This is an optimization exercise on Yosys and OpenROAD, whose aim is small area, not a production implementation.
Only simulation tests tie the RTL to the original design; equivalence was not proved.
Power figures rest on the tool's default switching activity, not on a simulated workload.

`flow/flow/run.sh`:
```
#!/bin/bash
# Layout: the standard ORFS flow (standard.sh) with two changes:
#  - clock tree: clkbuf_4 clock buffers, sink clusters of at most 9 within
#    40 um, and no dummy loads,
#  - port buffers: buf_1 instead of the default delay buffer.
# make's output goes to flow.log; ORFS writes each step's log under orfs/logs.
set -euo pipefail
bash standard.sh \
  "CTS_ARGS=-sink_clustering_enable -repair_clock_nets -dont_use_dummy_load -buf_list sky130_fd_sc_hd__clkbuf_4 -sink_clustering_size 9 -sink_clustering_max_diameter 40" \
  "BUFFER_PORTS_ARGS=-buffer_cell sky130_fd_sc_hd__buf_1" \
  finish > flow.log 2>&1
```
`flow/standard.sh`:
```
#!/bin/bash
# synth_recipe.tcl (not shown) runs the flow's synth.tcl, then flattens the netlist and writes it again
# the make line also repeats each setting of config.mk as NAME=value (left out here)
make -C /OpenROAD-flow-scripts/flow DESIGN_CONFIG=/design/flow/config.mk WORK_HOME=/design/flow/orfs CLKGATE_MAP_FILE= SYNTH_SCRIPT=/design/flow/synth_recipe.tcl "${@:-finish}"
```
`flow/config.mk`:
```
export PLATFORM = sky130hd
export DESIGN_NAME = rv_pipe
export DESIGN_NICKNAME = rv_pipe
export VERILOG_FILES = /design/flow/design.v
export SDC_FILE = /design/flow/constraint.sdc
export NUM_CORES = 8
export LEC_CHECK = 0
export CAP_MARGIN = 20
export CORE_MARGIN = 2
export CORE_UTILIZATION = 50
export PLACE_DENSITY = 0.65
export SETUP_SLACK_MARGIN = 0.2
export SLEW_MARGIN = 20
export SYNTH_HIERARCHICAL = 1
```
`flow/constraint.sdc`:
```
create_clock -name core_clock -period 6.5 [get_ports {clk_i}]
set_input_delay 1.3000 -clock core_clock [delete_from_list [all_inputs] [get_ports {clk_i}]]
set_output_delay 1.3000 -clock core_clock [all_outputs]
set_load 0.01 [all_outputs]
```
`flow/design.v`:
```
`timescale 1ns/1ps
`default_nettype none
package rv_pipe_pkg;
    typedef logic [32-1:0] word_t;
endpackage
`default_nettype wire
`timescale 1ns/1ps
`default_nettype none
module rv_rdhalf (
    input  logic [3:0]                  hi_i,
    input  logic [7:0]                  lo_i,
    input  logic                        ext_s_i,
    input  logic                        fwd_s_i,
    input  logic [16*(32-1)-1:0] regs_i,    
    input  logic [15:0]                 ext_d_i,
    input  logic [15:0]                 fwd_d_i,
    output logic [15:0]                 data_o
);
    logic [32+1:1] sel;
    for (genvar r = 1; r < 32; r++) begin : g_sel
        assign sel[r] = hi_i[r/8] & lo_i[r%8];
    end
    assign sel[32]   = ext_s_i;
    assign sel[32+1] = fwd_s_i;
    for (genvar i = 0; i < 16; i++) begin : g_bit
        logic [32-1:1] col;
        for (genvar r = 1; r < 32; r++) begin : g_col
            assign col[r] = regs_i[(r-1)*16+i];
        end
        rv_sel33 u_sel (
            .d ({fwd_d_i[i], ext_d_i[i], col}),
            .s (sel),
            .y (data_o[i])
        );
    end
endmodule
module rv_regfile (
    input  logic                        clk_i,
    input  logic                        arst_n_i,
    input  logic                        rd1_en_i,
    input  logic [5-1:0]   rd1_addr_i,
    input  logic                        rd1_ext_s_i,
    input  logic                        rd1_fwd_i,    
    input  logic [32-1:0]         rd1_ext_d_i,
    input  logic                        rd2_en_i,
    input  logic [5-1:0]   rd2_addr_i,
    input  logic                        rd2_ext_s_i,
    input  logic                        rd2_fwd_i,
    input  logic [32-1:0]         rd2_ext_d_i,
    input  logic                        clr_i,      
    input  logic [5-1:0]   clr_addr_i,  
    input  logic                        we_i,       
    input  logic [5-1:0]   waddr_i,
    input  logic [32-1:0]         wdata_i,
    output logic [32-1:0]         rd1_data_o,
    output logic [32-1:0]         rd2_data_o
);
    logic [32-1:0] regs [1:32-1];
    logic [32-1:1] clr, set;
    logic [3:0]             hi1, hi2;
    logic [7:0]             lo1, lo2;
    logic [16*(32-1)-1:0] half [0:1];
    for (genvar k = 0; k < 4; k++) begin : g_hi
        assign hi1[k] = rd1_en_i && rd1_addr_i[4:3] == k;
        assign hi2[k] = rd2_en_i && rd2_addr_i[4:3] == k;
    end
    for (genvar k = 0; k < 8; k++) begin : g_lo
        assign lo1[k] = rd1_addr_i[2:0] == k;
        assign lo2[k] = rd2_addr_i[2:0] == k;
    end
    for (genvar r = 1; r < 32; r++) begin : g_reg
        logic [32-1:0] nxt;
        assign clr[r] = !arst_n_i || (clr_i && clr_addr_i == r);
        assign set[r] = we_i && waddr_i == r && !clr[r];
        for (genvar i = 0; i < 32; i++) begin : g_b
            rv_rfbit u_b (.q (regs[r][i]), .c (!clr[r]), .s (set[r]), .w (wdata_i[i]),
                          .y (nxt[i]));
        end
        always_ff @(posedge clk_i) begin
            regs[r] <= nxt;
        end
        assign half[0][(r-1)*16 +: 16] = regs[r][15:0];
        assign half[1][(r-1)*16 +: 16] = regs[r][31:16];
    end
    for (genvar h = 0; h < 2; h++) begin : g_half
        rv_rdhalf u_rd1 (
            .hi_i    (hi1),
            .lo_i    (lo1),
            .ext_s_i (rd1_ext_s_i),
            .fwd_s_i (rd1_fwd_i),
            .regs_i  (half[h]),
            .ext_d_i (rd1_ext_d_i[16*h +: 16]),
            .fwd_d_i (wdata_i[16*h +: 16]),
            .data_o  (rd1_data_o[16*h +: 16])
        );
        rv_rdhalf u_rd2 (
            .hi_i    (hi2),
            .lo_i    (lo2),
            .ext_s_i (rd2_ext_s_i),
            .fwd_s_i (rd2_fwd_i),
            .regs_i  (half[h]),
            .ext_d_i (rd2_ext_d_i[16*h +: 16]),
            .fwd_d_i (wdata_i[16*h +: 16]),
            .data_o  (rd2_data_o[16*h +: 16])
        );
    end
endmodule
`default_nettype wire
`timescale 1ns/1ps
`default_nettype none
module rv_decode (
    input  logic        clk_i,
    input  logic        arst_n_i,
    input  logic        inst_valid_i,
    input  logic [31:0] inst_addr_i,
    input  logic [31:0] inst_i,
    output logic        we_o,        
    output logic        is_op_o,     
    output logic        is_u_o,      
    output logic        is_pc_o,     
    output logic [24:0] fld_o,       
    output logic [31:0] pc_o,
    output logic        fwd1_o,      
    output logic        fwd2_o       
);
    logic [6:0] opc;
    logic [2:0] f3;
    logic [6:0] f7;
    logic       f7_base, f7_alt;
    logic       ok;
    assign opc     = inst_i[6:0];
    assign f3      = inst_i[14:12];
    assign f7      = inst_i[31:25];
    assign f7_base = (f7 == 7'b0000000);
    assign f7_alt  = (f7 == 7'b0100000);
    always_comb begin
        case (opc)
            7'b0010011:   ok = (f3 == 3'b001) ? f7_base :
                               (f3 == 3'b101) ? (f7_base | f7_alt) : 1'b1;
            7'b0110011:   ok = f7_base | (f7_alt & (f3 == 3'b000 | f3 == 3'b101));
            7'b0110111:   ok = 1'b1;
            7'b0010111: ok = 1'b1;
            default:      ok = 1'b0;
        endcase
    end
    logic rd_nz, fwd1_d, fwd2_d;
    assign rd_nz  = fld_o[4:0] != 5'd0;
    assign fwd1_d = we_o & rd_nz & ~opc[2] & (inst_i[19:15] == fld_o[4:0]);
    assign fwd2_d = we_o & rd_nz & opc[5] & opc[4] & ~opc[2] & (inst_i[24:20] == fld_o[4:0]);
    always_ff @(posedge clk_i or negedge arst_n_i) begin
        if (!arst_n_i) begin
            we_o   <= 1'b0;
            fwd1_o <= 1'b0;
            fwd2_o <= 1'b0;
        end else begin
            we_o   <= inst_valid_i & ok;
            fwd1_o <= fwd1_d;
            fwd2_o <= fwd2_d;
        end
    end
    always_ff @(posedge clk_i) begin
        is_op_o <= opc[5] & opc[4] & ~opc[2];
        is_u_o  <= opc[2];
        is_pc_o <= ~opc[5];
        fld_o   <= inst_i[31:7];
        pc_o    <= inst_addr_i;
    end
endmodule
`default_nettype wire
`timescale 1ns/1ps
`default_nettype none
module rv_alu_gp (
    input  logic [31:0] a_i,
    input  logic [31:0] b_i,
    input  logic        inv_i,
    output logic [31:0] g_o,
    output logic [31:0] p_o
);
    logic [31:0] x;
    assign x   = b_i ^ {32{inv_i}};
    assign g_o = a_i & x;
    assign p_o = a_i ^ x;
endmodule
module rv_alu_bk (
    input  logic [31:0] g_i,
    input  logic [31:0] p_i,
    input  logic        cin_i,
    output logic [31:0] c_o
);
    logic [31:0] G [0:5];
    logic [31:0] P [0:5];
    logic [31:0] Gf;
    always_comb begin
        G[0] = g_i;
        P[0] = p_i;
        G[0][0] = g_i[0] | (p_i[0] & cin_i);
        for (int l = 1; l <= 5; l++) begin
            G[l] = G[l-1];
            P[l] = P[l-1];
            for (int i = 0; i < 32; i++) begin
                if ((i + 1) % (1 << l) == 0) begin
                    G[l][i] = G[l-1][i] | (P[l-1][i] & G[l-1][i - (1 << (l-1))]);
                    P[l][i] = P[l-1][i] & P[l-1][i - (1 << (l-1))];
                end
            end
        end
        Gf = G[5];
        for (int l = 4; l >= 1; l--) begin
            for (int i = 0; i < 32; i++) begin
                if ((i + 1) % (1 << l) == (1 << (l-1)) && i >= (1 << l)) begin
                    Gf[i] = G[l-1][i] | (P[l-1][i] & Gf[i - (1 << (l-1))]);
                end
            end
        end
        c_o = Gf;
    end
endmodule
module rv_alu_shift (
    input  logic [31:0] a_i,
    input  logic [4:0]  sh_i,
    input  logic        left_i,
    input  logic        arith_i,
    output logic [31:0] y_o       
);
    logic [31:0] x [0:6];
    logic        fill, fill_n;
    assign fill   = arith_i & a_i[31];
    assign fill_n = ~fill;
    assign x[0]   = a_i;
    for (genvar i = 0; i < 32; i++) begin : g_rev
        rv_mux2i u_m (.a (x[0][i]), .b (x[0][31-i]), .s (left_i), .y (x[1][i]));
    end
    for (genvar k = 0; k < 5; k++) begin : g_st
        for (genvar i = 0; i < 32; i++) begin : g_b
            if (i + (1 << k) < 32) begin : g_in
                rv_mux2i u_m (.a (x[k+1][i]), .b (x[k+1][i + (1 << k)]), .s (sh_i[k]),
                              .y (x[k+2][i]));
            end else begin : g_fill
                rv_mux2i u_m (.a (x[k+1][i]), .b ((k % 2 == 0) ? fill_n : fill), .s (sh_i[k]),
                              .y (x[k+2][i]));
            end
        end
    end
    assign y_o = x[6];
endmodule
module rv_alu_res (
    input  logic sum_i, shr_i, sh_i, p_i, g_i,
    input  logic s_add_i, s_sll_i, s_sr_i, s_p_i, s_g_i,
    output logic y_o
);
    assign y_o = (s_add_i & sum_i) | (s_sll_i & shr_i) | (s_sr_i & sh_i)
               | (s_p_i & p_i) | (s_g_i & g_i);
endmodule
module rv_alu_res0 (
    input  logic sum_i, shr_i, sh_i, p_i, g_i,
    input  logic s_add_i, s_sll_i, s_sr_i, s_p_i, s_g_i,
    input  logic co_i,      
    input  logic lt1_i,     
    input  logic lt0_i,     
    output logic y_o
);
    assign y_o = (s_add_i & sum_i) | (s_sll_i & shr_i) | (s_sr_i & sh_i)
               | (s_p_i & p_i) | (s_g_i & g_i) | (co_i ? lt1_i : lt0_i);
endmodule
module rv_execute (
    input  logic [2:0]  f3_i,
    input  logic        alt_i,     
    input  logic [31:0] op1_i,
    input  logic [31:0] op2_i,
    output logic [31:0] result_o
);
    logic        sub;
    logic [31:0] g, p, c, sum, sh;
    logic        lt1, lt0;
    logic        s_add, s_sll, s_sr, s_p, s_g, s_slt, s_sltu;
    assign sub = alt_i | (f3_i[2:1] == 2'b01);
    rv_alu_gp u_gp (.a_i (op1_i), .b_i (op2_i), .inv_i (sub), .g_o (g), .p_o (p));
    rv_alu_bk u_bk (.g_i (g), .p_i (p), .cin_i (sub), .c_o (c));
    assign sum = p ^ {c[30:0], sub};
    assign lt1 = s_slt & ~p[31];
    assign lt0 = (s_slt & p[31]) | s_sltu;
    rv_alu_shift u_sh (
        .a_i     (op1_i),
        .sh_i    (op2_i[4:0]),
        .left_i  (~f3_i[2]),
        .arith_i (alt_i),
        .y_o     (sh)
    );
    assign s_add  = (f3_i == 3'b000);
    assign s_sll  = (f3_i == 3'b001);
    assign s_slt  = (f3_i == 3'b010);
    assign s_sltu = (f3_i == 3'b011);
    assign s_sr   = (f3_i == 3'b101);
    assign s_p    = (f3_i == 3'b100) | (f3_i == 3'b110);
    assign s_g    = (f3_i == 3'b111) | (f3_i == 3'b110);
    rv_alu_res0 u_res0 (
        .sum_i   (sum[0]),
        .shr_i   (sh[31]),
        .sh_i    (sh[0]),
        .p_i     (p[0]),
        .g_i     (g[0]),
        .s_add_i (s_add),
        .s_sll_i (s_sll),
        .s_sr_i  (s_sr),
        .s_p_i   (s_p),
        .s_g_i   (s_g),
        .co_i    (c[31]),
        .lt1_i   (lt1),
        .lt0_i   (lt0),
        .y_o     (result_o[0])
    );
    for (genvar i = 1; i < 32; i++) begin : g_res
        rv_alu_res u_res (
            .sum_i   (sum[i]),
            .shr_i   (sh[31-i]),
            .sh_i    (sh[i]),
            .p_i     (p[i]),
            .g_i     (g[i]),
            .s_add_i (s_add),
            .s_sll_i (s_sll),
            .s_sr_i  (s_sr),
            .s_p_i   (s_p),
            .s_g_i   (s_g),
            .y_o     (result_o[i])
        );
    end
endmodule
`default_nettype wire
`timescale 1ns/1ps
`default_nettype none
module rv_retire (
    input  logic                        clk_i,
    input  logic                        arst_n_i,
    input  logic                        we_i,
    input  logic [5-1:0]   waddr_i,
    input  logic [32-1:0]         wdata_i,
    output logic                        wb_we_o,
    output logic [5-1:0]   wb_waddr_o,
    output logic [32-1:0]         wb_wdata_o
);
    always_ff @(posedge clk_i or negedge arst_n_i) begin
        if (!arst_n_i) wb_we_o <= 1'b0;
        else           wb_we_o <= we_i;
    end
    always_ff @(posedge clk_i) begin
        wb_waddr_o <= waddr_i;
        wb_wdata_o <= wdata_i;
    end
endmodule
`default_nettype wire
`timescale 1ns/1ps
`default_nettype none
module rv_aoi222 (
    input  logic a1, a2, b1, b2, c1, c2,
    output logic y
);
    assign y = ~((a1 & a2) | (b1 & b2) | (c1 & c2));
endmodule
module rv_nand4 (
    input  logic a, b, c, d,
    output logic y
);
    assign y = ~(a & b & c & d);
endmodule
module rv_nand3 (
    input  logic a, b, c,
    output logic y
);
    assign y = ~(a & b & c);
endmodule
module rv_rfbit (
    input  logic q, c, s, w,
    output logic y
);
    assign y = (q & c) | (s & w);
endmodule
module rv_nand2 (
    input  logic a, b,
    output logic y
);
    assign y = ~(a & b);
endmodule
module rv_a2111o (
    input  logic a1, a2, b1, c1, d1,
    output logic y
);
    assign y = (a1 & a2) | b1 | c1 | d1;
endmodule
module rv_sel32 (
    input  logic [31:0] d,
    input  logic [31:0] s,
    output logic        y
);
    logic [9:0] n;
    logic       n30, x0, x1, x2;
    for (genvar k = 0; k < 10; k++) begin : g_aoi
        rv_aoi222 u_aoi (
            .a1 (d[3*k]),   .a2 (s[3*k]),
            .b1 (d[3*k+1]), .b2 (s[3*k+1]),
            .c1 (d[3*k+2]), .c2 (s[3*k+2]),
            .y  (n[k])
        );
    end
    rv_nand2 u_n30 (.a (d[30]), .b (s[30]), .y (n30));
    rv_nand4 u_x0 (.a (n[0]), .b (n[1]), .c (n[2]), .d (n[3]), .y (x0));
    rv_nand4 u_x1 (.a (n[4]), .b (n[5]), .c (n[6]), .d (n[7]), .y (x1));
    rv_nand3 u_x2 (.a (n[8]), .b (n[9]), .c (n30), .y (x2));
    rv_a2111o u_or (.a1 (d[31]), .a2 (s[31]), .b1 (x0), .c1 (x1), .d1 (x2), .y (y));
endmodule
`default_nettype wire
`default_nettype none
module rv_mux2i (
    input  logic a, b, s,
    output logic y
);
    assign y = ~(s ? b : a);
endmodule
`default_nettype wire
`default_nettype none
module rv_or3 (
    input  logic a, b, c,
    output logic y
);
    assign y = a | b | c;
endmodule
module rv_sel33 (
    input  logic [32:0] d,
    input  logic [32:0] s,
    output logic        y
);
    logic [10:0] n;
    logic        x0, x1, x2;
    for (genvar k = 0; k < 11; k++) begin : g_aoi
        rv_aoi222 u_aoi (
            .a1 (d[3*k]),   .a2 (s[3*k]),
            .b1 (d[3*k+1]), .b2 (s[3*k+1]),
            .c1 (d[3*k+2]), .c2 (s[3*k+2]),
            .y  (n[k])
        );
    end
    rv_nand4 u_x0 (.a (n[0]), .b (n[1]), .c (n[2]),  .d (n[3]), .y (x0));
    rv_nand4 u_x1 (.a (n[4]), .b (n[5]), .c (n[6]),  .d (n[7]), .y (x1));
    rv_nand3 u_x2 (.a (n[8]), .b (n[9]), .c (n[10]), .y (x2));
    rv_or3   u_or (.a (x0), .b (x1), .c (x2), .y (y));
endmodule
`default_nettype wire
`timescale 1ns/1ps
`default_nettype none
module rv_pipe (
    input  logic                        clk_i,
    input  logic                        arst_n_i,
    input  logic                        inst_valid_i,
    input  logic [32-1:0]         inst_addr_i,
    input  logic [32-1:0]         inst_i,
    output logic                        wb_we_o,
    output logic [5-1:0]   wb_waddr_o,
    output logic [32-1:0]         wb_wdata_o
);
    logic        we, is_op, is_u, is_pc, fwd1, fwd2;
    logic [24:0] fld;
    logic [31:0] pc;
    logic [4:0]  rd, rs1, rs2;
    logic [2:0]  f3;
    logic        alt;
    logic [31:0] rdata1, rdata2, op1, op2, imm, result;
    rv_decode u_decode (
        .clk_i        (clk_i),
        .arst_n_i     (arst_n_i),
        .inst_valid_i (inst_valid_i),
        .inst_addr_i  (inst_addr_i),
        .inst_i       (inst_i),
        .we_o         (we),
        .is_op_o      (is_op),
        .is_u_o       (is_u),
        .is_pc_o      (is_pc),
        .fld_o        (fld),
        .pc_o         (pc),
        .fwd1_o       (fwd1),
        .fwd2_o       (fwd2)
    );
    assign rd  = fld[4:0];
    assign rs1 = fld[12:8];
    assign rs2 = fld[17:13];
    assign f3  = is_u ? 3'b000 : fld[7:5];
    assign alt = is_op ? fld[23] : (!is_u && fld[7:5] == 3'b101 && fld[23]);
    assign imm = is_u ? {fld[24:5], 12'd0} : {{20{fld[24]}}, fld[24:13]};
    rv_regfile u_regfile (
        .clk_i      (clk_i),
        .arst_n_i   (arst_n_i),
        .rd1_en_i    (~is_u),
        .rd1_addr_i  (rs1),
        .rd1_ext_s_i (is_u & is_pc),
        .rd1_fwd_i   (fwd1),
        .rd1_ext_d_i (pc),
        .rd2_en_i    (is_op),
        .rd2_addr_i  (rs2),
        .rd2_ext_s_i (~is_op),
        .rd2_fwd_i   (fwd2),
        .rd2_ext_d_i (imm),
        .clr_i       (we),
        .clr_addr_i  (rd),
        .we_i        (wb_we_o),
        .waddr_i     (wb_waddr_o),
        .wdata_i     (wb_wdata_o),
        .rd1_data_o (rdata1),
        .rd2_data_o (rdata2)
    );
    assign op1 = rdata1;
    assign op2 = rdata2;
    rv_execute u_execute (
        .f3_i     (f3),
        .alt_i    (alt),
        .op1_i    (op1),
        .op2_i    (op2),
        .result_o (result)
    );
    rv_retire u_retire (
        .clk_i      (clk_i),
        .arst_n_i   (arst_n_i),
        .we_i       (we),
        .waddr_i    (rd),
        .wdata_i    (result),
        .wb_we_o    (wb_we_o),
        .wb_waddr_o (wb_waddr_o),
        .wb_wdata_o (wb_wdata_o)
    );
endmodule
`default_nettype wire
```
==> results of run 1 <==
## sequential cells by signal (all words and copies together) (netlist names), 5 cells and up
| register | count |
|---|---|
| u_regfile.regs | 992 |
| u_decode.pc_o | 32 |
| u_retire.wb_wdata_o | 32 |
| u_decode.fld_o | 25 |
| u_retire.wb_waddr_o | 5 |
## final cells by class
type,count,area (um^2),area share
Timing Repair Buffer,294,1850,0.0362
Sequential cell,1093,21900,0.430
Clock buffer,163,1220,0.0240
Multi-Input combinational cell,2757,24400,0.480
Inverter,10,37.5,0.000737
Antenna cell,9,22.5,0.000442
Tap cell,1176,1470,0.0289
## per-module statistics from Yosys (local to each module, per instance), a selection
module	flops+latches	area, um^2	cells	times used
rv_alu_res0	0	32.5	4	1
rv_alu_bk	0	532	81	1
rv_or3	0	6.26	1	64
rv_rdhalf	0	194	31	4
rv_aoi222	0	10.0	1	704
rv_regfile	992	20800	1130	1
rv_nand3	0	5.00	1	64
rv_alu_res	0	21.3	3	31
rv_alu_shift	0	10.0	2	1
rv_pipe	0	313	65	1
rv_nand4	0	6.26	1	128
rv_mux2i	0	10.0	1	192
rv_retire	38	766	38	1
rv_execute	0	362	43	1
rv_alu_gp	0	752	68	1
rv_rfbit	0	8.76	1	992
## final timing paths
| kind | from | endpoint | slack, ps | cells after the start |
|---|---|---|---|---|
| min in group asynchronous | arst_n_i | u_decode.fwd2_o$_DFF_PN0_ | 320 | 1 |
| worst max register to register | u_decode.fld_o[14]$_DFF_P_ | u_retire.wb_wdata_o[30]$_DFF_P_ | 510 | 18 |
| max in group asynchronous | arst_n_i | u_retire.wb_we_o$_DFF_PN0_ | 5600 | 1 |
| worst min-delay path | inst_addr_i[28] | u_decode.pc_o[28]$_DFF_P_ | 240 | 1 |
| worst max-delay path | u_decode.fld_o[14]$_DFF_P_ | u_retire.wb_wdata_o[30]$_DFF_P_ | 510 | 18 |
| worst min register to register | u_retire.wb_wdata_o[2]$_DFF_P_ | u_regfile.regs[31][2]$_DFF_P_ | 500 | 1 |
## logic make-up (layout without fill, tap and decap cells)
logic type / count (synthesis) / count (layout) / share of synthesized area
AO/OA/AOI/OAI: 1883 / 1883 / 0.376
XOR/XNOR: 75 / 75 / 0.0145
flip-flops: 1093 / 1093 / 0.479
buffers and inverters: 37 / 467 / 0.00471
adder cells (fa/ha/maj): 32 / 32 / 0.00875
other: 0 / 9 / 0
multiplexers: 194 / 194 / 0.0426
AND/OR/NAND/NOR: 573 / 573 / 0.0744
## layout by cell type (no fill, tap or decap), types with 25 or more instances in the layout
cell type  count
or3_1         59
a22oi_1       32
ha_1          32
a21boi_4      31
a21o_1        25
nand4_1      132
mux2i_1      193
buf_4        187
and2_1       132
a211oi_4      31
a222oi_1     736
nand3_1       69
xor2_1        67
dfxtp_1     1088
clkbuf_4     163
nand2_1       85
a22o_1       992
buf_1        103
## stage by stage
| step | area, um^2 | cells | worst slack (ps) |
|---|---|---|---|
| detailed placement | 49700 | 5328 | 686 |
| floorplan | 45700 | 3887 | 935 |
| global placement | 49600 | 5327 | 770 |
| CTS | 50900 | 5491 | 724 |
| global route | 50900 | 5496 | 429 |
| finish | 50900 | 5502 | 513 |
## routing by layer
metal  up-vias  track usage
met5         -      0.00258
met4         8        0.238
met3       681        0.137
met2      4297        0.579
met1     22171        0.612
li1      18480            -
## where the power goes
part | internal (mW) | switching, mW | leakage (nW)
registers | 6.76 | 0.211 | 8.86
logic | 0.388 | 1.11 | 9.41
clock network | 1.15 | 2.33 | 0.750
==> summary.txt, run 1 <==
status complete, no violations; ys async rst share 0.00366; metal3 WL 32600 um; CORE AREA 90300 um^2; crit-path leading delay family compound AO/OA/AOI/OAI gates; Post-Synthesis Cells 3887; crit path max fanout 16; routed len/inst 38.7 um; Primary FF master, synth dfxtp_1; Buf/Inv on CP 1; Finished Core Util 0.564; Post-Route Skew 122 ps; total CTS buffers 163; maxcap violations 0; CTS sink count 1093; WS Path Type reg -> reg; Slew Viols, Final 0; Post-synth EDFFs 0; All-Layer GR Usage 0.433; #FFs+latches synth 1093; DR vias 45637; syn_area_per_cell 11.8 um^2; hold_buf cts 0; slowest cell delay on critical path 660 ps; layout cell share with drive strength beyond 1 0.105; die height 306 um; most common cell in the netlist dfxtp_1; setup bufs post-CTS 0; Min Hold Slack 236 ps; final hold vios 0; final net count 4418; pwr dens 234 nW/um^2; CP startpoint kind flop; IO Pins 105; wire length on met1 83900 um; Seq/Total Area, Yosys 0.479; Post-Syn Nets 3986; Hold Path Class in -> reg; Worst-Margin Slew 1280 ps; Slew HR 0.148; period utilization 0.921; Critical Path Slowest Stage Cell a222oi_1; CP arrival 7010 ps; grt ovf 0; fmax 0.167 GHz; Final Setup Violations 0; Clock transition at path regs 110 ps; DRT iter0 DRCs 12472; CTS root buf clkbuf_4; DRT Pass-1 Iters 19; Initial Util 0.507; worst endpoint required time 7520 ps; Routed WL 213000 um; Warnings, synthesis 19; Post-synth top cells dfxtp_1, a22o_1, a222oi_1, mux2i_1; pin count of the biggest net entering global routing 44; Pwr Total 11.9 mW; die area 93900 um^2; Post-DP HPWL 136000 um; worst-path cell chain and3b_1 > and2_1 > a222oi_1 > nand4_1 > or3_1 > xor2_1 > ha_1 > a21oi_1 > o21a_1 > o21ai_0 > a211oi_1 > a21oi_2 > a221o_1 > a31oi_4 > inv_1 > xor2_1 > a222oi_1 > nand2_1; Top Metal Used met5; # port buffers 104; Yosys cell types 64; DRC violations left 0; top cells by area, synth dfxtp_1, a22o_1, a222oi_1; maximum clock path buffer count 3; H-Tree Depth 4; GPL Wtd Cong 1.06; Crit. End Element flop; area of the mapped netlist 45700 um^2; VDD IR-drop max 0.167 mV; post-route ant nets 0; post-synth top area cell dfxtp_1; Synth-to-Final Area Change 11.4%; area share of the largest cell type after synthesis 0.477; Via density 8.29; Fillers 7903; CTS tree built; first-pass GRT wire length 301000 um; Std-Cell Rows 110; met2 wire length 82300 um; initial antenna violation count 10; vias in the first global route 40998; die width 306 um; Leakage Power 19.0 nW; RSZ-0062 raised after global routing false; fin crit period 5990 ps; Post-Route Setup TNS 0 ps; Clk Latency, worst-skew pair 1160 ps; post-CTS resize count 0
==> run 2: changes to the inputs <==
==> flow/flow/run.sh (replaced) <==
#!/bin/bash
# Layout: the standard ORFS flow (standard.sh) with three changes:
#  - clock tree: clkbuf_4 clock buffers, sink clusters of at most 9 within
#    40 um, and no dummy loads,
#  - port buffers: buf_1 instead of the default delay buffer,
#  - before global placement, weak gates driving many loads get the next
#    drive strength (flow/upsize_hf.tcl), which saves buffers.
# make's output goes to flow.log; ORFS writes each step's log under orfs/logs.
set -euo pipefail
here=$(pwd)
bash standard.sh \
  "CTS_ARGS=-sink_clustering_enable -repair_clock_nets -dont_use_dummy_load -buf_list sky130_fd_sc_hd__clkbuf_4 -sink_clustering_size 9 -sink_clustering_max_diameter 40" \
  "BUFFER_PORTS_ARGS=-buffer_cell sky130_fd_sc_hd__buf_1" \
  "PRE_GLOBAL_PLACE_TCL=$here/flow/upsize_hf.tcl" \
  finish > flow.log 2>&1
==> flow/flow/upsize_hf.tcl (new file) <==
# Before global placement: a logic gate (not a flip-flop or buffer) that
# drives 10 or more loads and has the smallest drive of its family is given
# the next drive strength up, so that fewer buffers are needed on the
# register file's select, clear and set lines.
set n 0
set db [ord::get_db]
set block [ord::get_db_block]
foreach inst [$block getInsts] {
  set m [[$inst getMaster] getName]
  if {![regexp {^(sky130_fd_sc_hd__[a-z0-9]+)_([01])$} $m -> fam sz]} { continue }
  if {[regexp {__(df|edf|sdf|dl|buf|clkbuf|conb|tap|fill|decap|inv|clkinv)} $fam]} { continue }
  set to ${fam}_2
  if {[$db findMaster $to] eq "NULL"} { continue }
  set fo 0
  foreach it [$inst getITerms] {
    if {[$it isOutputSignal]} {
      set net [$it getNet]
      if {$net ne "NULL"} { foreach x [$net getITerms] { if {[$x isInputSignal]} { incr fo } } }
    }
  }
  if {$fo >= 10} {
    replace_cell [$inst getName] $to
    incr n
  }
}
puts "upsize_hf: resized $n gates"
==> summary.txt, run 2 <==
final net count 4355 (-1.4%); most frequent cells in the layout dfxtp_1, a22o_1, a222oi_1, mux2i_1, clkbuf_4; H-Tree Depth 4 (unchanged); WS Path Type reg -> reg; CP startpoint kind flop; final std cells w/o fill 5451 (-0.93%); Internal Pwr Total 8.30 mW (+0.12%); layout cell share with drive strength beyond 1 0.125 (+0.0199); top cells by area, synth dfxtp_1, a22o_1, a222oi_1; area share of the largest cell type after synthesis 0.477 (unchanged); Post-DP HPWL 130000 um (-4.7%); most common cell in the netlist dfxtp_1; Post-Route Setup TNS 0 ps (unchanged); initial antenna violation count 10 (unchanged); Crit. End Element flop; Leakage Power 18.8 nW (-1.2%); DR vias 45182 (-1.0%); post-route ant nets 0 (unchanged); Fillers 7834 (-0.87%); die area 93900 um^2 (unchanged); die height 306 um (unchanged); adder-cell area share of the yosys netlist 0.00875 (unchanged); Net Sw Power 3.63 mW (-0.48%); Post-Synthesis Cells 3887 (unchanged); Initial Util 0.507 (unchanged); final setup margin 454 ps (-58.4 ps); crit path max fanout 16 (unchanged); Warnings, synthesis 19 (unchanged); fin crit period 6050 ps (+58.4 ps); ys async rst share 0.00366 (unchanged); Post-synth top cells dfxtp_1, a22o_1, a222oi_1, mux2i_1; Reg2Reg Depth 18 (unchanged); Seq/Total Area, Yosys 0.479 (unchanged); Primary FF master, synth dfxtp_1; Compound-Gate Fraction of Synth Area 0.376 (unchanged); Finished Core Util 0.562 (-0.00238); routed len/inst 38.1 um (-1.6%); pwr dens 235 nW/um^2 (+0.36%); Slew Viols, Final 0 (unchanged); number of flip-flops in the largest register 992 (unchanged); Clock transition at path regs 90 ps (-20 ps); Clk Latency, worst-skew pair 1160 ps (about the same); Biggest register u_regfile.regs; Slew HR 0.170 (+0.0223); Via density 8.29 (about the same); CTS tree built; Synth-to-Final Area Change 10.9%; Top Registers u_regfile.regs x992, u_decode.pc_o x32, u_retire.wb_wdata_o x32; fmax 0.165 GHz (-0.97%); syn_area_per_cell 11.8 um^2 (unchanged); RSZ-0062 raised after global routing false; CTS sink count 1093 (unchanged); Std-Cell Rows 110 (unchanged); clock group share of total power 0.292 (about the same); VDD IR-drop max 0.175 mV (+4.6%); Post-Syn Nets 3986 (unchanged); cell count after placement 5260 (-1.3%); All-Layer GR Usage 0.422 (-0.0110); total CTS buffers 165 (+1.2%); GPL Wtd Cong 1.02 (-3.5%); first-pass GRT wire length 294000 um (-2.0%); maxcap violations 0 (unchanged); setup bufs post-CTS 0 (unchanged); DRT iter0 DRCs 12263 (-1.7%); post-synth top area cell dfxtp_1; post-CTS resize count 0 (unchanged); IO Pins 105 (unchanged); final hold vios 0 (unchanged); Yosys cell types 64 (unchanged); pre-CTS setup slack 858 ps (+172 ps); Hold Path Class in -> async; maximum clock path buffer count 3 (unchanged); Post-Route Skew 106 ps (-15.5 ps); Min Hold Slack 190 ps (-45.9 ps); #FFs+latches synth 1093 (unchanged); # port buffers 104 (unchanged); pin count of the biggest net entering global routing 44 (unchanged); hold_buf cts 0 (unchanged); Post-synth EDFFs 0 (unchanged); CP arrival 7010 ps (about the same); main combinational cell family by area after synthesis compound AO/OA/AOI/OAI gates; grt ovf 0 (unchanged); Worst-Margin Slew 1240 ps (-38.9 ps); Final Setup Violations 0 (unchanged); post-synthesis xor/xnor area fraction 0.0145 (unchanged); mux contribution to synthesized area 0.0426 (unchanged); DRC violations left 0 (unchanged); Routed WL 208000 um (-2.5%); Sw Ratio 0.304 (-0.00128); status complete, no violations; die width 306 um (unchanged); combinational power share 0.121 (-0.004); most common cell after layout, fill and taps aside dfxtp_1; CORE AREA 90300 um^2 (unchanged); Reg power frac 0.587 (+0.003); period utilization 0.930 (+0.00898); CTS root buf clkbuf_4; DRT Pass-1 Iters 17 (-2); vias in the first global route 40991 (-0.017%); Post-Synth Simple-Gate Area 0.0744 (unchanged); area of the mapped netlist 45700 um^2 (unchanged); worst endpoint required time 7460 ps (-60 ps)
run 2: cell counts after synthesis:
No cell type changed its count.
run 2: power groups by stage:
| stage | registers (mW) | clock network (mW) | logic [mW] |
|---|---|---|---|
| floorplan | 7.22 | 0 | 0.557 |
| global placement | 7.15 | 0 | 1.38 |
| detailed placement | 7.14 | 0 | 1.38 |
| CTS | 6.99 | 3.50 | 1.38 |
| global route | 7.01 | 3.79 | 1.48 |
| finish | 7.00 | 3.48 | 1.44 |
run 2: cell type report:
| type | count | area [um^2] | area share |
|---|---|---|---|
| multi-input combinational | 2757 | 24600 | 0.486 |
| inverter | 10 | 37.5 | 0.000740 |
| antenna | 21 | 52.6 | 0.00104 |
| clock buffer | 165 | 1240 | 0.0244 |
| tap | 1176 | 1470 | 0.0290 |
| sequential | 1093 | 21900 | 0.432 |
| timing repair buffer | 229 | 1370 | 0.0270 |
run 2: path summary, 6_finish.rpt:
check	start	slack [ps]	endpoint
max in group asynchronous	arst_n_i	5950	u_decode.fwd2_o$_DFF_PN0_
min in group core_clock	inst_i[8]	230	u_decode.fld_o[1]$_DFF_P_
worst max register to register	u_decode.fld_o[15]$_DFF_P_	450	u_retire.wb_wdata_o[31]$_DFF_P_
worst min-delay path	arst_n_i	190	u_decode.we_o$_DFF_PN0_
worst min register to register	u_regfile.regs[12][24]$_DFF_P_	510	u_regfile.regs[12][24]$_DFF_P_
worst max-delay path	u_decode.fld_o[15]$_DFF_P_	450	u_retire.wb_wdata_o[31]$_DFF_P_
run 2: kinds of logic (layout without fill, tap and decap cells):
family                   count (synthesis)  after routing
AO/OA/AOI/OAI                         1883           1883
XOR/XNOR                                75             75
adder cells (fa/ha/maj)                 32             32
buffers and inverters                   37            404
flip-flops                            1093           1093
multiplexers                           194            194
other                                    0             21
AND/OR/NAND/NOR                        573            573
run 2: per-module statistics from Yosys, one instance, submodules excluded, excerpt:
module | flops+latches | area, um^2
rv_alu_shift | 0 | 10.0
rv_alu_bk | 0 | 532
rv_nand3 | 0 | 5.00
rv_rfbit | 0 | 8.76
rv_alu_gp | 0 | 752
rv_aoi222 | 0 | 10.0
rv_decode | 63 | 1510
rv_or3 | 0 | 6.26
rv_execute | 0 | 362
run 2: critical path, cell delays in order (launching register included):
cell and delay [ps]:
dfxtp_1 530, and3b_1 440, and2_2 400, a222oi_1 680, nand4_1 410, or3_1 540, xor2_1 270, ha_1 350
a21oi_1 170, o21a_1 140, o21ai_0 170, a211oi_1 340, a21oi_2 150, a221o_1 410, a31oi_4 220, o21bai_1 90
xor2_1 140, a222oi_1 310, nand2_1 90
run 2: stage by stage:
step           total power, mW  cell area (um^2)
2_1_floorplan             7.78             45700
3_3_place_gp              8.53             49300
3_5_place_dp              8.52             49400
4_1_cts                   11.9             50600
5_1_grt                   12.3             50700
6_report                  11.9             50700
run 2: layer usage:
layer | global-route usage | part of all wire | vias to the layer above
li1 | - | - | 18372
met1 | 0.597 | 0.39 | 21860
met2 | 0.560 | 0.38 | 4250
met3 | 0.132 | 0.16 | 694
met4 | 0.242 | 0.068 | 6
met5 | 0.00207 | 0.00037 | -
==> run 3: changes to the inputs <==
--- a/flow/config.mk
+++ b/flow/config.mk
@@ -9,4 +9,4 @@
 export CORE_MARGIN = 2
-export CORE_UTILIZATION = 50
-export PLACE_DENSITY = 0.65
+export CORE_UTILIZATION = 60
+export PLACE_DENSITY = 0.72
 export SETUP_SLACK_MARGIN = 0.2
==> summary.txt, run 3 <==
final net count 4347 (-0.18%); Primary FF master, synth dfxtp_1; period utilization 0.926 (-0.00407); worst endpoint required time 7400 ps (-60 ps); CTS root buf clkbuf_4; Post-Synth Simple-Gate Area 0.0744 (unchanged); Seq/Total Area, Yosys 0.479 (unchanged); Std-Cell Rows 101 (-8.2%); pwr dens 233 nW/um^2 (-0.97%); top cells by area, synth dfxtp_1, a22o_1, a222oi_1; die height 280 um (-8.6%); Post-Route Setup TNS 0 ps (unchanged); Via density 8.81 (+6.3%); CP arrival 6920 ps (-90 ps); maxcap violations 0 (unchanged); most common cell in the netlist dfxtp_1; Warnings, synthesis 19 (unchanged); Post-synth EDFFs 0 (unchanged); H-Tree Depth 4 (unchanged); DRC violations left 0 (unchanged); VDD IR-drop max 0.178 mV (+1.9%); Synth-to-Final Area Change 10.1%; RSZ-0062 raised after global routing false; status complete, no violations; vias in the first global route 41583 (+1.4%); IO Pins 105 (unchanged); adder-cell area share of the yosys netlist 0.00875 (unchanged); # port buffers 104 (unchanged); Clk Latency, worst-skew pair 1100 ps (-60 ps); Final Setup Violations 0 (unchanged); Yosys cell types 64 (unchanged); main combinational cell family by area after synthesis compound AO/OA/AOI/OAI gates; first-pass GRT wire length 285000 um (-3.2%); Leakage Power 18.7 nW (-0.27%); maximum clock path buffer count 3 (unchanged); syn_area_per_cell 11.8 um^2 (unchanged); Fillers 6050 (-23%); Worst-Margin Slew 1140 ps (-96.1 ps); fmax 0.166 GHz (+0.44%); CTS tree built; CP startpoint kind flop; Post-synth top cells dfxtp_1, a22o_1, a222oi_1, mux2i_1; Crit. End Element flop; Initial Util 0.604 (+0.0976); dpl cell area 49100 um^2 (-0.53%); most frequent cells in the layout dfxtp_1, a22o_1, a222oi_1, mux2i_1, clkbuf_4; crit path max fanout 16 (unchanged); Biggest register u_regfile.regs; Hold Path Class in -> reg; worst-path cell chain and3b_1 > and2_2 > a222oi_1 > nand4_1 > or3_1 > xor2_1 > ha_1 > nand4_1 > o21ai_0 > a211oi_1 > a21oi_2 > a221o_1 > a31oi_4 > o21bai_1 > xor2_1 > a222oi_1 > nand2_1; die area 78500 um^2 (-16%); routed len/inst 38.3 um (+0.66%); Routed WL 201000 um (-3.4%); DRT iter0 DRCs 14174 (+16%); Slew HR 0.232 (+0.0619); number of flip-flops in the largest register 992 (unchanged); final hold vios 0 (unchanged); Post-Synthesis Cells 3887 (unchanged); All-Layer GR Usage 0.485 (+0.0630); die width 280 um (-8.6%); area share of the largest cell type after synthesis 0.477 (unchanged); pin count of the biggest net entering global routing 44 (unchanged); hold_buf cts 0 (unchanged); DR vias 46119 (+2.1%); #FFs+latches synth 1093 (unchanged); most common cell after layout, fill and taps aside dfxtp_1; Critical Path Slowest Stage Cell or3_1; Slew Viols, Final 0 (unchanged); setup bufs post-CTS 0 (unchanged); area of the mapped netlist 45700 um^2 (unchanged); post-synthesis xor/xnor area fraction 0.0145 (unchanged); CTS sink count 1093 (unchanged); layout cell share with drive strength beyond 1 0.122 (-0.00330); total CTS buffers 158 (-4.2%); Clock transition at path regs 100 ps (about the same); Post-Syn Nets 3986 (unchanged); grt ovf 0 (unchanged); slowest cell delay on critical path 550 ps (-130 ps); post-CTS resize count 0 (unchanged); initial antenna violation count 10 (unchanged); CORE AREA 75700 um^2 (-16%); Post-Route Skew 137 ps (+30.9 ps); post-route ant nets 0 (unchanged); Compound-Gate Fraction of Synth Area 0.376 (unchanged); fin crit period 6020 ps (-26.4 ps); WS Path Type reg -> reg; Post-DP HPWL 124000 um (-4.2%); ys async rst share 0.00366 (unchanged); post-synth top area cell dfxtp_1; Top Registers u_regfile.regs x992, u_decode.pc_o x32, u_retire.wb_wdata_o x32; mux contribution to synthesized area 0.0426 (unchanged); DRT Pass-1 Iters 17 (unchanged); design area 50400 um^2 (-0.73%); GPL Wtd Cong 1.02 (+0.28%)
run 3: routing by layer:
layer | routed length, um | GRT usage | vias to the layer above
met1 | 72300 | 0.645 | 21890
met2 | 78100 | 0.659 | 4843
li1 | - | - | 18353
met4 | 16900 | 0.322 | 10
met5 | 123 | 0.00188 | -
met3 | 33300 | 0.171 | 1023
run 3: critical path: cells and delay by family (launching register included):
kind / cells / cell delay (ps)
and+or+nand+nor: 6 / 2170
DFF: 1 / 520
AOI/OAI and AO/OA: 8 / 2430
adders and majority gates: 1 / 350
xor gates and xnor gates: 2 / 460
run 3: worst paths after layout:
path | startpoint | end | slack (ps) | depth (start not counted)
max | u_decode.fld_o[14]$_DFF_P_ | u_retire.wb_wdata_o[31]$_DFF_P_ | 480 | 17
min | inst_addr_i[17] | u_decode.pc_o[17]$_DFF_P_ | 340 | 1
max reg2reg | u_decode.fld_o[14]$_DFF_P_ | u_retire.wb_wdata_o[31]$_DFF_P_ | 480 | 17
min reg2reg | u_regfile.regs[4][18]$_DFF_P_ | u_regfile.regs[4][18]$_DFF_P_ | 510 | 1
max in group asynchronous | arst_n_i | u_decode.fwd2_o$_DFF_PN0_ | 5530 | 1
min in group asynchronous | arst_n_i | u_retire.wb_we_o$_DFF_PN0_ | 400 | 1
run 3: cell type report:
class	count	area [um^2]	area share
Multi-Input combinational cell	2757	24600	0.489
Clock buffer	158	1190	0.0236
Inverter	10	37.5	0.000745
Sequential cell	1093	21900	0.435
Antenna cell	8	20.0	0.000398
Timing Repair Buffer	228	1380	0.0274
Tap cell	978	1220	0.0243
run 3: logic make-up after synthesis:
group           Yosys count
mux                     194
flops                  1093
simple gates            573
compound gates         1883
fa+ha+maj                32
xor+xnor                 75
buf+inv                  37
run 3: metrics by stage:
| step | total power, mW | worst slack (ps) | hold WS, ps | cells | util |
|---|---|---|---|---|---|
| after floorplan | 7.78 | 935 | 452 | 3887 | - |
| after global placement | 8.44 | 570 | 487 | 5057 | 0.647 |
| after detailed placement | 8.44 | 807 | 494 | 5063 | 0.649 |
| after CTS | 11.6 | 807 | 295 | 5221 | 0.664 |
| after global routing | 12.0 | 397 | 310 | 5228 | 0.665 |
| final | 11.7 | 481 | 339 | 5232 | 0.665 |
run 3: per-module statistics from Yosys, one instance, submodules excluded, a selection:
module | cell area (um^2) | cells
rv_regfile | 20800 | 1130
rv_alu_gp | 752 | 68
rv_execute | 362 | 43
rv_pipe | 313 | 65
rv_alu_res0 | 32.5 | 4
rv_alu_res | 21.3 | 3
run 3: report_power, final:
group | internal, mW | total, mW | switching, mW
combinational | 0.380 | 1.37 | 0.986
clock | 1.11 | 3.35 | 2.24
sequential | 6.76 | 7.01 | 0.257
==> run 4: changes to the inputs <==
--- a/flow/design.v
+++ b/flow/design.v
@@ -11,2 +11,3 @@
     input  logic [7:0]                  lo_i,
+    input  logic [32-1:1]      vld_i,
     input  logic                        ext_s_i,
@@ -20,3 +21,3 @@
     for (genvar r = 1; r < 32; r++) begin : g_sel
-        assign sel[r] = hi_i[r/8] & lo_i[r%8];
+        assign sel[r] = hi_i[r/8] & lo_i[r%8] & vld_i[r];
     end
@@ -58,2 +59,3 @@
     logic [32-1:0] regs [1:32-1];
+    logic [32-1:1] vld;
     logic [32-1:1] clr, set;
@@ -72,4 +74,8 @@
         logic [32-1:0] nxt;
-        assign clr[r] = !arst_n_i || (clr_i && clr_addr_i == r);
+        assign clr[r] = clr_i && clr_addr_i == r;
         assign set[r] = we_i && waddr_i == r && !clr[r];
+        always_ff @(posedge clk_i or negedge arst_n_i) begin
+            if (!arst_n_i)   vld[r] <= 1'b0;
+            else if (clr[r]) vld[r] <= 1'b1;
+        end
         for (genvar i = 0; i < 32; i++) begin : g_b
@@ -88,2 +94,3 @@
             .lo_i    (lo1),
+            .vld_i   (vld),
             .ext_s_i (rd1_ext_s_i),
@@ -98,2 +105,3 @@
             .lo_i    (lo2),
+            .vld_i   (vld),
             .ext_s_i (rd2_ext_s_i),
--- a/flow/config.mk
+++ b/flow/config.mk
@@ -9,4 +9,4 @@
 export CORE_MARGIN = 2
-export CORE_UTILIZATION = 60
-export PLACE_DENSITY = 0.72
+export CORE_UTILIZATION = 50
+export PLACE_DENSITY = 0.65
 export SETUP_SLACK_MARGIN = 0.2
==> summary.txt, run 4 <==
most common cell in the netlist dfxtp_1; HP Start inst_i[9]; period utilization 0.913 (-0.0131); ys async rst share 0.0311 (+0.0275); grt ovf 0 (unchanged); most common cell after layout, fill and taps aside dfxtp_1; Slew HR 0.224 (-0.00800); vias in the first global route 41170 (-0.99%); first-pass GRT wire length 298000 um (+4.6%); CTS sink count 1124 (+2.8%); top cells by area, synth dfxtp_1, a22o_1, a222oi_1; Initial Util 0.502 (-0.102); Synth-to-Final Area Change 9.64%; RSZ-0062 raised after global routing false; final hold vios 0 (unchanged); Post-Route Setup TNS 0 ps (unchanged); slowest cell delay on critical path 660 ps (+110 ps); final std cells w/o fill 5551 (+6.1%); area of the mapped netlist 46700 um^2 (+2.0%); initial antenna violation count 10 (unchanged); DRT iter0 DRCs 11200 (-21%); CORE AREA 92900 um^2 (+23%); CP startpoint kind flop; Final Setup Violations 0 (unchanged); Via density 8.17 (-7.3%); die height 310 um (+11%); Seq/Total Area, Yosys 0.486 (+0.00704); Routed WL 211000 um (+5.1%); number of flip-flops in the largest register 992 (unchanged); fmax 0.169 GHz (+1.4%); Post-synth top cells dfxtp_1, a22o_1, a222oi_1, mux2i_1, nand4_1; routed len/inst 38.0 um (-0.92%); total CTS buffers 165 (+4.4%); Slew Viols, Final 0 (unchanged); Hold Path Class in -> reg; Crit. Startpoint u_decode.fld_o[13]$_DFF_P_; status complete, no violations; Worst-Margin Slew 1160 ps (+20.8 ps); most frequent cells in the layout dfxtp_1, a22o_1, a222oi_1, mux2i_1, clkbuf_4; cell count after placement 5370 (+6.1%); Min Hold Slack 217 ps (-122 ps); GPL Wtd Cong 1.08 (+5.5%); hold_buf cts 0 (unchanged); Yosys cell types 66 (+3.1%); Post-Route Skew 132 ps (-5.15 ps); All-Layer GR Usage 0.424 (-0.0612); Top Registers u_regfile.regs x992, u_decode.pc_o x32, u_retire.wb_wdata_o x32; Crit. End Element flop; pin count of the biggest net entering global routing 37 (-16%); #FFs+latches synth 1124 (+2.8%); WS Path Type reg -> reg; Post-DP HPWL 140000 um (+12%); post-route ant nets 0 (unchanged); # port buffers 104 (unchanged); final net count 4384 (+0.85%); Post-Synthesis Cells 3948 (+1.6%); Std-Cell Rows 112 (+11%); maximum clock path buffer count 3 (unchanged); post-CTS resize count 0 (unchanged); Critical Path Slowest Stage Cell o21ai_0; syn_area_per_cell 11.8 um^2 (+0.46%); worst endpoint required time 7480 ps (+80 ps); fin crit period 5930 ps (-85.2 ps); die width 310 um (+11%); post-synth top area cell dfxtp_1; DRC violations left 0 (unchanged); Primary FF master, synth dfxtp_1; crit path max fanout 16 (unchanged); VDD IR-drop max 0.167 mV (-6.3%); H-Tree Depth 4 (unchanged); area share of the largest cell type after synthesis 0.467 (-0.00953); pwr dens 237 nW/um^2 (+1.7%); Leakage Power 19.5 nW (+4.2%); IO Pins 105 (unchanged); CTS root buf clkbuf_4; die area 95800 um^2 (+22%); CTS tree built; worst-path cell chain and3_1 > and3_2 > a222oi_1 > nand4_1 > or3_1 > xor2_1 > ha_1 > a21oi_1 > o21a_1 > o21ai_0 > a211oi_1 > a21oi_2 > a221o_1 > a31oi_4 > o21bai_1 > xor2_1 > a222oi_1 > nand2_1; Biggest register u_regfile.regs; layout cell share with drive strength beyond 1 0.116 (-0.00549); r2r startpoint u_decode.fld_o[13]$_DFF_P_; Worst R2R Setup Slack 570 ps (+90 ps); Warnings, synthesis 19 (unchanged); maxcap violations 0 (unchanged); Post-synth EDFFs 0 (unchanged); DR vias 45366 (-1.6%); Post-Syn Nets 4047 (+1.5%); Clock transition at path regs 100 ps (about the same); setup bufs post-CTS 0 (unchanged); CP arrival 6910 ps (about the same); Fillers 8216 (+36%); DRT Pass-1 Iters 17 (unchanged); Clk Latency, worst-skew pair 1180 ps (+80 ps)
==> run 4: cell types whose count changed in the layout (fill, tap and decap cells not counted), sizes merged, moves of 6 or more <==
cell     before  now
and2        132    7
and3          4  128
nand2        85  118
a21boi       31    0
a21o         25   56
dfrtp         4   35
buf         227  202
a2111oi       0    7
a211oi       32   25
clkbuf      159  165
diode         8   14
==> run 4: kinds of logic after synthesis <==
group | count (synthesis) | synth area share
DFF | 1124 | 0.486
xor gates and xnor gates | 75 | 0.0142
buffers and inverters | 42 | 0.00563
muxes | 194 | 0.0417
and+or+nand+nor | 598 | 0.0746
adders and majority gates | 32 | 0.00858
AOI/OAI and AO/OA | 1883 | 0.369
==> run 4: metrics by stage <==
stage / utilization / power [mW] / setup WS [ps] / area (um^2)
2_1_floorplan: - / 8.03 / 888 / 46700
3_3_place_gp: 0.537 / 8.70 / 952 / 49900
3_5_place_dp: 0.537 / 8.70 / 913 / 49900
4_1_cts: 0.550 / 12.1 / 830 / 51100
5_1_grt: 0.551 / 12.5 / 551 / 51200
6_report: 0.551 / 12.1 / 566 / 51200
==> run 4: cell type report <==
class | instances | area, um^2 | share of cell area
clock buffer | 165 | 1240 | 0.0242
antenna | 14 | 35.0 | 0.000685
timing repair buffer | 202 | 1130 | 0.0222
multi-input combinational | 2782 | 24500 | 0.478
inverter | 10 | 37.5 | 0.000734
sequential | 1124 | 22700 | 0.443
tap | 1254 | 1570 | 0.0307
==> run 4: path summary, 6_finish.rpt <==
path,to,cells past startpoint
setup / recovery,u_retire.wb_wdata_o[31]$_DFF_P_,18
hold / removal,u_decode.fld_o[2]$_DFF_P_,1
setup reg to reg,u_retire.wb_wdata_o[31]$_DFF_P_,18
hold reg to reg,u_regfile.regs[31][12]$_DFF_P_,1
max in group asynchronous,u_regfile.vld[25]$_DFFE_PN0P_,1
min in group asynchronous,u_decode.we_o$_DFF_PN0_,1
==> run 4: Yosys stat by module, one instance, submodules excluded, a selection <==
module,cells inside,times used,flops+latches
rv_alu_gp,68,1,0
rv_alu_res,3,31,0
rv_alu_res0,4,1,0
rv_alu_shift,2,1,0
rv_decode,95,1,63
rv_mux2i,1,192,0
rv_nand4,1,128,0
rv_rdhalf,31,4,0
rv_regfile,1191,1,1023
==> run 4: critical path: cells and delay by family (launching register included) <==
kind,cells,cell delay [ps]
AOI/OAI and AO/OA,10,2930
and+or+nand+nor,5,1800
DFF,1,400
adders and majority gates,1,400
xor gates and xnor gates,2,260
==> run 4: power breakdown <==
| group | internal (mW) | total, mW | switching, mW |
|---|---|---|---|
| sequential | 7.01 | 7.20 | 0.192 |
| combinational | 0.385 | 1.39 | 1.01 |
| clock | 1.16 | 3.53 | 2.37 |
| total | 8.56 | 12.1 | 3.57 |
==> run 4: routing by layer <==
metal	GRT usage	wire, um
met2	0.590	85000
met4	0.283	16700
met3	0.116	29100
met1	0.572	80100
met5	0	28

re-timing with driven ports:
No port has a modelled driver above. Below, the same layouts with a new extraction and two added sets of constraints.
Step 1, drivers: a clkbuf_16 drives clk_i and a buf_2 each remaining input, both assumed.
Step 2, shift: input delay + t, output delay - t, t = (earliest + latest rising clock arrival at the registers) / 2. This alone moves slack from input paths to output paths.
Three values: ideal ports, drivers, drivers and shift; two values: the first two.
| run | shift t [ns] | slack for setup (ns) | worst register clock-pin slew, ns | worst data-port slew with drivers (ns) | cell pins on the clock port's net |
|---|---|---|---|---|---|
| run 1 | 1.161 | 0.513 / 0.513 / 0.513 | 0.11 / 0.11 | 0.06 | 1 |
| run 2 | 1.168 | 0.454 / 0.454 / 0.454 | 0.11 / 0.11 | 0.04 | 1 |
| run 3 | 1.097 | 0.481 / 0.481 / 0.481 | 0.11 / 0.11 | 0.04 | 1 |
| run 4 | 1.180 | 0.566 / 0.566 / 0.566 | 0.11 / 0.11 | 0.04 | 1 |
After both steps setup and hold are still met in every run listed.
